This design comes from an exercise in tuning for small area, a short achievable clock period and few clock cycles per item on the open sky130 flow, not from production work. Function was checked by simulation only, so behaviour that the tests miss may differ from the original. Power and IR drop assume default switching activity.

== indigo ==
Design bicubic_resampler, start of the top module:
module bicubic_resampler #(
    parameter int LEN_W = bicubic_pkg::LEN_W
) (
    input  wire logic              CLK,
    input  wire logic              RST,
    input  wire logic              start_i,
    input  wire logic [LEN_W-1:0]  src_len_i,
    input  wire logic [LEN_W-1:0]  dst_len_i,
    input  wire logic              src_valid_i,
    input  wire bicubic_pkg::pix_t src_pix_i,
    output logic                   src_ready_o,
    output logic                   out_valid_o,
    output bicubic_pkg::pix_t      out_pix_o,
    input  wire logic              out_ready_i,
    output logic                   done_o
);
Size in the first run: about 38 I/O pins, roughly 27000 µm² of cells after synthesis.
==> flow/config.mk <==
export PLATFORM = sky130hd
export DESIGN_NAME = bicubic_resampler
export DESIGN_NICKNAME = bicubic_resampler
export VERILOG_FILES = /design/flow/design.v
export SDC_FILE = /design/flow/constraint.sdc
export NUM_CORES = 4
export LEC_CHECK = 0
export ABC_CLOCK_PERIOD_IN_PS = 4000
export CAP_MARGIN = 20
export CORE_MARGIN = 2
export CORE_UTILIZATION = 55
export PLACE_DENSITY = 0.85
export SETUP_SLACK_MARGIN = 5
export SLEW_MARGIN = 20
export SYNTH_HIERARCHICAL = 1
==> flow/constraint.sdc <==
create_clock -name core_clock -period 10.0 [get_ports {CLK}]
set_input_delay 2.0000 -clock core_clock [delete_from_list [all_inputs] [get_ports {CLK}]]
set_output_delay 2.0000 -clock core_clock [all_outputs]
set_load 0.01 [all_outputs]
standard.sh (not shown) runs the stock make flow with config.mk's settings and CLKGATE_MAP_FILE= SYNTH_SCRIPT=/design/flow/synth_recipe.tcl, a recipe that flattens the netlist after the stock synthesis.
==> flow/flow/run.sh <==
#!/bin/bash
set -euo pipefail
sed 's/ SETUP_SLACK_MARGIN=[0-9.]* / SETUP_SLACK_MARGIN=6.6 /' standard.sh > standard_margin.sh
grep -q 'SETUP_SLACK_MARGIN=6.6' standard_margin.sh
bash standard_margin.sh > standard.log 2>&1
Testbench counts of indigo, summed over its fixed seeds: cycles 18,916, items 16,987.
Modified inputs, zinc compared to indigo
-- flow/config.mk --
<<< indigo, line 11
export CORE_UTILIZATION = 55
export PLACE_DENSITY = 0.85
export SETUP_SLACK_MARGIN = 5
>>> zinc, line 11
export CORE_UTILIZATION = 55
export PLACE_DENSITY = 0.75
export SETUP_SLACK_MARGIN = 5
Results
Both conditions hold for zinc: the flow ran to the end and the final layout passed the timing, DRC and antenna checks.
The part of the cycle the worst path needs in zinc sits 0.26 points below the value recorded for indigo.
zinc: number of DRC violations after detailed-routing iteration 0 lower than indigo
Run comparison: zinc launching instance or port of the critical path den[3]$_DFFE_PP_; indigo launching instance or port of the critical path start_i
Looking at total power, zinc sits 0.041 mW lower than indigo does.
Diff indigo..zinc | number of cells in the finished layout apart from fillers | negligible
Compared with indigo, zinc shows a higher number of cells on the critical path.
The multi-input gate count of indigo and that of zinc are within noise of each other.
~same core utilization in zinc and indigo
As far as number of buffers on the longest clock path goes, indigo and zinc are indistinguishable; the numbers are identical.
Modified inputs, pepper compared to zinc
-- flow/config.mk --
<<< zinc, line 11
export CORE_UTILIZATION = 55
export PLACE_DENSITY = 0.75
>>> pepper, line 11
export CORE_UTILIZATION = 55
export CTS_CLUSTER_DIAMETER = 100
export CTS_CLUSTER_SIZE = 22
export PLACE_DENSITY = 0.75
<<< zinc, line 15
export SYNTH_HIERARCHICAL = 1
>>> pepper, line 17
export SYNTH_HIERARCHICAL = 1
export TNS_END_PERCENT = 30
- On sequential power, pepper and zinc are basically level.
- From zinc to pepper the numbers moved as follows: number of placed instances, taps included shows no meaningful change; number of clock buffer instances in the layout shows a reduction of 31; max-slew headroom at the worst pin shows a reduction of 0.26 points; final setup slack of the worst path shows a reduction of 0.15 ns; routed wire length shows a reduction of 1.7%.
--- input diff pepper..raven ---
-- flow/config.mk --
<<< pepper, line 17
export SYNTH_HIERARCHICAL = 1
export TNS_END_PERCENT = 30
>>> raven, line 17
export SYNTH_HIERARCHICAL = 1
export TNS_END_PERCENT = 60
==> run notes <==
On raven: core utilization of the finished layout is 0.29 points higher than what pepper gave.
Of pepper and raven, the lower number of detailed-route iterations in the first pass belongs to pepper.
Compared with pepper, in raven proportion of power drawn by the clock network has remained practically unchanged; worst slack on hold paths has remained practically unchanged; net load switching power has increased; transition time of the tightest slew-check pin has remained practically unchanged.
Global routing usage summed across all routing layers essentially unchanged between pepper and raven.
Between raven and pepper, the fraction of area in clock buffers and inverters does not differ in any meaningful way.
pepper -> raven: worst max-slew margin expressed relative to the limit flat
In raven, non-clock buffer total of the final layout is higher than in pepper.
On final wirelength, pepper beats raven.
Inputs modified between raven and garnet:
-- flow/config.mk --
<<< raven, line 11
export CORE_UTILIZATION = 55
export CTS_CLUSTER_DIAMETER = 100
export CTS_CLUSTER_SIZE = 22
export PLACE_DENSITY = 0.75
>>> garnet, line 11
export CORE_UTILIZATION = 55
export GPL_ROUTABILITY_DRIVEN = 0
export PLACE_DENSITY = 0.75
<<< raven, line 17
export SYNTH_HIERARCHICAL = 1
export TNS_END_PERCENT = 60
>>> garnet, line 16
export SYNTH_HIERARCHICAL = 1
## What came out
Relative to raven, the final period utilization of garnet is lower by 0.32 points.
Between garnet and raven, the number of placed instances, taps included figures differ only marginally.
The run showing the greater global-route track usage on met1 is raven.
Relative to raven, combinational power has decreased by about 2% in garnet.
Cmp garnet and raven / power dissipated by switching net loads / lower: raven
[garnet] total of fill cells in the finished design fell 158 relative to raven
Comparing garnet and raven, via count is higher on garnet.
Data required time at the worst endpoint was lower in the run labelled raven.
Measured against each other, garnet and raven differ in slew at the pin closest to its max-slew limit, the higher figure coming from raven.

========
bicubic_resampler again, from the RTL that the note above started with.
Design bicubic_resampler, start of the top module:
module bicubic_resampler #(
    parameter int LEN_W = bicubic_pkg::LEN_W
) (
    input  wire logic              CLK,
    input  wire logic              RST,
    input  wire logic              start_i,
    input  wire logic [LEN_W-1:0]  src_len_i,
    input  wire logic [LEN_W-1:0]  dst_len_i,
    input  wire logic              src_valid_i,
    input  wire bicubic_pkg::pix_t src_pix_i,
    output logic                   src_ready_o,
    output logic                   out_valid_o,
    output bicubic_pkg::pix_t      out_pix_o,
    input  wire logic              out_ready_i,
    output logic                   done_o
);
    localparam int QN = 7;   
    logic             busy;        
    logic             done_r;
    logic [LEN_W-1:0] den;         
    logic [LEN_W-1:0] src_left;    
    logic             sl_nz;       
    logic [7:0]       nb;          
    logic [9:0]       nb3;         
    logic             nbv;         
    logic             srdy;        
    logic [LEN_W-1:0] out_left;    
    logic             ol_nz;       
    logic             k8;          
    logic             loaded;      
    logic             filling;     
    logic [1:0]       fsh;         
    logic             out0;        
    logic             prep;        
    logic [QN-1:0]    oc;          
    logic [1:0]       dcnt;        
    logic             ddone;       
    logic [7:0]       kq;          
    logic [LEN_W-1:0] rr;          
    logic [7:0]       xr;          
    logic [7:0]       xn;          
    logic [LEN_W-1:0] en;          
    logic             sh;          
    logic [7:0]         p1, p2, p3;
    logic signed [10:0] ca;
    logic signed [9:0]  cs;        
    logic signed [8:0]  cc;
    logic signed [10:0] pa;        
    logic start_go, pop, iss0, issr, iss, run, avail, step, take, win_sh, use_nb;
    logic [7:0] npix;
    logic [7:0] x_in;
    assign start_go = start_i && !busy;
    assign pop      = out_valid_o && out_ready_i;
  ...
Settings: LEC_CHECK=0, ABC_CLOCK_PERIOD_IN_PS=4000, CAP_MARGIN=20, CORE_MARGIN=2, CORE_UTILIZATION=55, SETUP_SLACK_MARGIN=5, SLEW_MARGIN=20, SYNTH_HIERARCHICAL=1; clock period 10.0 ns.
==> flow/flow/run.sh <==
#!/bin/bash
set -euo pipefail
sed 's/ SETUP_SLACK_MARGIN=[0-9.]* / SETUP_SLACK_MARGIN=6.4 /' standard.sh > standard_margin.sh
grep -q 'SETUP_SLACK_MARGIN=6.4' standard_margin.sh
bash standard_margin.sh > standard.log 2>&1
Testbench counts at the start, summed over its fixed seeds: cycles 18,916, items 16,987.
Then changed:
==> flow/flow/run.sh (replaced) <==
#!/bin/bash
set -euo pipefail
sed 's/ SETUP_SLACK_MARGIN=[0-9.]* / SETUP_SLACK_MARGIN=6.6 /' standard.sh > standard_margin.sh
grep -q 'SETUP_SLACK_MARGIN=6.6' standard_margin.sh
bash standard_margin.sh > standard.log 2>&1
CAP_MARGIN = 10   (was 20)
PLACE_DENSITY = 0.75   (was not set)
SLEW_MARGIN = 10   (was 20)
Wire length decreases by about 1.1%.
Die area does not change.
Final area increases by about 1.6%.
Utilization increases by 1.0 points.
First-iteration DRC count increases by about 50%.
Fmax increases by about 3.6%.
Global-route usage decreases by 0.51 points.
Power increases by 3.8%.
Via count increases by about 2%.
Then changed:
CAP_MARGIN = 20   (was 10)
CTS_CLUSTER_DIAMETER = 100   (was not set)
CTS_CLUSTER_SIZE = 22   (was not set)
PLACE_DENSITY = 0.8   (was 0.75)
SLEW_MARGIN = 20   (was 10)
Hold slack is worse by 0.0050 ns.
Synthesized cell count stays the same.
Utilization came out lower by 2.1 points.
Power came out lower by a little under a tenth.
Register-to-register slack stays flat.
Wire length came out lower slightly.
Then changed:
CTS_CLUSTER_SIZE = 26   (was 22)
PLACE_DENSITY = 0.75   (was 0.8)
- sequential power stays flat
- wire length came out lower by 2.1%
- hold slack improved by 0.0057 ns
- die area stays the same
- design area barely changes

========
bicubic_resampler again, from the RTL that the note above started with.
## bicubic_resampler
module bicubic_resampler #(
    parameter int LEN_W = bicubic_pkg::LEN_W
) (
    input  wire logic              CLK,
    input  wire logic              RST,
    input  wire logic              start_i,
    input  wire logic [LEN_W-1:0]  src_len_i,
    input  wire logic [LEN_W-1:0]  dst_len_i,
    input  wire logic              src_valid_i,
    input  wire bicubic_pkg::pix_t src_pix_i,
    output logic                   src_ready_o,
    output logic                   out_valid_o,
    output bicubic_pkg::pix_t      out_pix_o,
    input  wire logic              out_ready_i,
    output logic                   done_o
);
    localparam int QN = 7;   
    logic             busy;        
    logic             done_r;
    logic [LEN_W-1:0] den;         
    logic [LEN_W-1:0] src_left;    
    logic             sl_nz;       
    logic [7:0]       nb;          
    logic [9:0]       nb3;         
    logic             nbv;         
    logic             srdy;        
    logic [LEN_W-1:0] out_left;    
    logic             ol_nz;       
    logic             k8;          
    logic             loaded;      
    logic             filling;     
    logic [1:0]       fsh;         
    logic             out0;        
    logic             prep;        
    logic [QN-1:0]    oc;          
    logic [1:0]       dcnt;        
    logic             ddone;       
    logic [7:0]       kq;          
    logic [LEN_W-1:0] rr;          
    logic [7:0]       xr;          
    logic [7:0]       xn;          
    logic [LEN_W-1:0] en;          
    logic             sh;          
    logic [7:0]         p1, p2, p3;
    logic signed [10:0] ca;
    logic signed [9:0]  cs;        
    logic signed [8:0]  cc;
    logic signed [10:0] pa;        
    logic start_go, pop, iss0, issr, iss, run, avail, step, take, win_sh, use_nb;
    logic [7:0] npix;
    logic [7:0] x_in;
    assign start_go = start_i && !busy;
    assign pop      = out_valid_o && out_ready_i;
    assign run    = prep && ol_nz && !oc[QN-1];
    assign avail  = nbv || !sl_nz;
    assign src_ready_o = srdy;
    assign take   = srdy && src_valid_i;
    assign step   = filling && avail;                     
    assign iss0   = busy && loaded && !out0;
    assign issr   = run && (!sh || avail);
  ...
==> flow/config.mk <==
export PLATFORM = sky130hd
export DESIGN_NAME = bicubic_resampler
export DESIGN_NICKNAME = bicubic_resampler
export VERILOG_FILES = /design/flow/design.v
export SDC_FILE = /design/flow/constraint.sdc
export NUM_CORES = 4
export LEC_CHECK = 0
export ABC_CLOCK_PERIOD_IN_PS = 4000
export CAP_MARGIN = 20
export CORE_MARGIN = 2
export CORE_UTILIZATION = 55
export SETUP_SLACK_MARGIN = 5
export SLEW_MARGIN = 20
export SYNTH_HIERARCHICAL = 1
==> flow/constraint.sdc <==
create_clock -name core_clock -period 10.0 [get_ports {CLK}]
set_input_delay 2.0000 -clock core_clock [delete_from_list [all_inputs] [get_ports {CLK}]]
set_output_delay 2.0000 -clock core_clock [all_outputs]
set_load 0.01 [all_outputs]
==> flow/flow/run.sh <==
#!/bin/bash
set -euo pipefail
sed 's/ SETUP_SLACK_MARGIN=[0-9.]* / SETUP_SLACK_MARGIN=6.6 /' standard.sh > standard_margin.sh
grep -q 'SETUP_SLACK_MARGIN=6.6' standard_margin.sh
bash standard_margin.sh > standard.log 2>&1
Testbench counts at the start, summed over its fixed seeds: cycles 18,916, items 16,987.
Rerun with:
Settings changed: CTS_CLUSTER_DIAMETER set to 100, CTS_CLUSTER_SIZE set to 22, PLACE_DENSITY set to 0.75.
Worst hold slack gets better by 0.0072 ns; cell count went down slightly; power went down by a little under a tenth; clock-buffer cell count went down by 30; wire length went down by a few percent.

[static timing again, ports no longer ideal]
How much do the figures lean on ideal ports? The routed layouts below were timed once more, with nothing changed but the port constraints.
Step 1 assumes that a clkbuf_16 drives the clock port and a buf_2 every other input.
Step 2 moves the port delays by t, midway between the first and last clock arrival at a register: inputs arrive t later, outputs are due t later. That takes back most of the time a late clock gives input paths.
a / b / c = no drivers / after step 1 / after step 2; a / b = the first two.
run	t (ns)	setup slack, ns	worst setup path at the end	worst register clock-pin slew, ns
indigo	0.616	6.624 / 6.656 / 6.042	input to register	0.06 / 0.06
zinc	0.617	6.650 / 6.650 / 6.083	input to register	0.07 / 0.07
pepper	0.619	6.500 / 6.441 / 6.043	input to register	0.10 / 0.10
raven	0.618	6.562 / 6.504 / 6.036	input to register	0.10 / 0.10
garnet	0.621	6.594 / 6.594 / 6.023	input to register	0.06 / 0.06
the first run of note 2	0.627	6.511 / 6.460 / 5.919	input to register	0.06 / 0.06
the second run of note 2	0.641	6.632 / 6.632 / 6.053	input to register	0.07 / 0.07
the third run of note 2	0.600	6.606 / 6.618 / 6.031	input to register	0.10 / 0.10
the fourth run of note 2	0.601	6.606 / 6.606 / 6.082	input to register	0.11 / 0.11
the first run of note 3	0.626	6.593 / 6.628 / 6.002	input to register	0.06 / 0.06
the second run of note 3	0.601	6.598 / 6.598 / 6.069	input to register	0.10 / 0.10
After both steps setup and hold are still met in every run listed. The setup slack of the first run of note 2, which loses most, moves by -0.051 ns with the drivers and by -0.592 ns with both steps.
